From an optimization exercise on the open Yosys and OpenROAD flow, aimed at small area; shortcuts taken in it are not production practice. Only simulation tests tie the RTL to the original design; equivalence was not proved. Power is estimated from default activity; no workload was simulated.

job 814:
## luby_restart_scheduler
module luby_restart_scheduler #(
    parameter int INDEX_BITS = lrs_pkg::LRS_INDEX_BITS
) (
    input  wire logic                              clk,
    input  wire logic                              rst_n,
    input  wire logic                              cfg_wr_en,
    input  wire logic [lrs_pkg::LRS_UNIT_W-1:0]    cfg_wr_data,
    input  wire logic                              in_valid,
    output logic                                   in_ready,
    input  wire logic [lrs_pkg::LRS_COUNT_W-1:0]   conflict_count,
    output logic                                   out_valid,
    input  wire logic                              out_ready,
    output logic                                   restart,
    output logic [lrs_pkg::LRS_TOTAL_W-1:0]        restart_total
);
clock: 5.0 ns
lec_check: 0
cap_margin: 20
core_margin: 2
core_utilization: 40
slew_margin: 20
standard.sh (not shown) runs the stock make flow with config.mk's settings and CLKGATE_MAP_FILE= SYNTH_SCRIPT=/design/flow/synth_recipe.tcl, a recipe that flattens the netlist after the stock synthesis.
==> flow/flow/run.sh <==
#!/bin/bash
# Own layout flow: the standard ORFS flow (standard.sh) with two changes.
#  - Port buffers: buffer_ports inserts the smallest buffer (buf_1) on every
#    input and output port instead of its default pick.
#  - Clock tree: clkbuf_8 buffers only and no dummy loads.
# The full output of the flow goes to standard.log in this folder; ORFS's own
# per-step logs stay under orfs/logs/.
set -euo pipefail
export BUFFER_PORTS_ARGS="-buffer_cell sky130_fd_sc_hd__buf_1"
export CTS_ARGS="-sink_clustering_enable -repair_clock_nets -dont_use_dummy_load -buf_list sky130_fd_sc_hd__clkbuf_8"
bash standard.sh > standard.log 2>&1
Per the final summary, job 814 finished and its layout is clean on timing, DRC and antenna.
Input-level comparison between job 1607 and job 814:
# job 814
export LEC_CHECK = 0
export CAP_MARGIN = 20
export CORE_MARGIN = 2
export CORE_UTILIZATION = 40
export SLEW_MARGIN = 20
create_clock -name core_clock -period 5.0 [get_ports {clk}]
# job 1607
export LEC_CHECK = 0
export ABC_AREA = 1
export CAP_MARGIN = 20
export CORE_MARGIN = 2
export CORE_UTILIZATION = 40
export SLEW_MARGIN = 20
create_clock -name core_clock -period 5.0 [get_ports {clk}]
==> flow/run.sh (new file) <==
#!/bin/bash
# synth_recipe.tcl (not shown) runs the flow's synth.tcl, then flattens the netlist and writes it again
# the make line also repeats each setting of config.mk as NAME=value (left out here)
make -C /OpenROAD-flow-scripts/flow DESIGN_CONFIG=/design/flow/config.mk WORK_HOME=/design/flow/orfs CLKGATE_MAP_FILE= SYNTH_SCRIPT=/design/flow/synth_recipe.tcl finish
removed: flow/flow/run.sh
removed: flow/standard.sh
==> comparison <==
- Job 1607 has completed all stages; timing, DRC and antenna checks passed.
- Combinational fraction of design power, job 1607 and job 814: higher on job 1607
- Compared to job 814, job 1607 has share of the final layout cell area in sequential cells 9.0 points lower.
- Delta (job 1607 minus job 814): peak clock frequency supported by timing fell by about 6%, total power draw rose by about 60%, worst path setup slack after routing fell by 180 ps, initial standard-cell utilization of the core fell by 0.45 points.
- Compared to job 814, the routing of job 1607 uses more wire.
Input changes introduced in job 2542 (baseline for comparison: job 1607):
# job 1607
export LEC_CHECK = 0
export ABC_AREA = 1
export CAP_MARGIN = 20
export CORE_MARGIN = 2
export CORE_UTILIZATION = 40
export SLEW_MARGIN = 20
create_clock -name core_clock -period 5.0 [get_ports {clk}]
# job 2542
export LEC_CHECK = 0
export CAP_MARGIN = 20
export CORE_MARGIN = 2
export CORE_UTILIZATION = 40
export CTS_BUF_LIST = sky130_fd_sc_hd__clkbuf_4
export CTS_CLUSTER_DIAMETER = 100
export CTS_CLUSTER_SIZE = 30
export SLEW_MARGIN = 20
create_clock -name core_clock -period 5.0 [get_ports {clk}]
## What came out
Compared to job 1607, job 2542 reaches a higher achievable clock. Compared with job 1607, job 2542 instantiates a smaller number of standard cells. Measured against job 2542, the switching power summed over all nets of job 1607 comes out at 1.8 times the reference value. The power after layout reported for job 2542 is smaller than that of job 1607 by 1.0 mW.
Edits applied to the flow inputs when going from job 2542 to job 6268:
# job 2542
export LEC_CHECK = 0
export CAP_MARGIN = 20
export CORE_MARGIN = 2
export CORE_UTILIZATION = 40
export CTS_BUF_LIST = sky130_fd_sc_hd__clkbuf_4
export CTS_CLUSTER_DIAMETER = 100
export CTS_CLUSTER_SIZE = 30
export SLEW_MARGIN = 20
create_clock -name core_clock -period 5.0 [get_ports {clk}]
# job 6268
export LEC_CHECK = 0
export CAP_MARGIN = 20
export CORE_MARGIN = 2
export CORE_UTILIZATION = 40
export SLEW_MARGIN = 20
create_clock -name core_clock -period 5.0 [get_ports {clk}]
Results
- Cmp job 6268 vs job 2542: layout overhead on the synthesized area higher in job 6268
- The sequential power of job 6268 and that of job 2542 are within noise of each other.
- Relative to job 2542, the total design power measured on job 6268 has increased by more than a quarter.
- Higher worst setup slack was reported by job 6268, not job 2542.
- Diff job 6268 and job 2542: clock network fraction of total power lower in job 2542
- Combinational power of job 6268 is on par with job 2542.
- Diff job 6268 and job 2542: insertion delay to the later sink of the worst-skew pair lower in job 6268
- In the metrics for job 6268 and job 2542, the one carrying the higher worst hold slack is job 2542.

port drivers added, routing unchanged:
How much do the figures lean on ideal ports? The routed layouts below were timed once more, with nothing changed but the port constraints.
Step 1 assumes that a clkbuf_16 drives the clock port and a buf_2 every other input.
Step 2 adds t to the input delays and takes it off the output delays; t is the mean of the earliest and latest rising clock arrival at the registers after step 1. Input paths then give back, and output paths get back, about the clock's delay inside the block.
Three values: ideal, step 1, step 2; two values: the first two.
run | t (ns) | slack for setup (ns) | worst hold slack (ns) | latest minus earliest clock arrival (ns) | slew at the worst register clock pin (ns)
job 814 | 0.432 | 1.974 / 1.974 / 1.919 | 0.306 / 0.306 / 0.306 | 0.027 / 0.027 | 0.08 / 0.08
job 1607 | 0.442 | 1.790 / 1.790 / 1.790 | 0.323 / 0.323 / 0.323 | 0.011 / 0.011 | 0.07 / 0.07
job 2542 | 0.535 | 1.915 / 1.915 / 1.612 | 0.328 / 0.328 / 0.328 | 0.011 / 0.012 | 0.12 / 0.12
job 6268 | 0.442 | 1.941 / 1.941 / 1.600 | 0.321 / 0.321 / 0.321 | 0.011 / 0.011 | 0.06 / 0.06
After both steps setup and hold are still met in every run listed. The setup slack of job 6268, which loses most, moves by 0.000 ns with the drivers and by -0.341 ns with both steps.
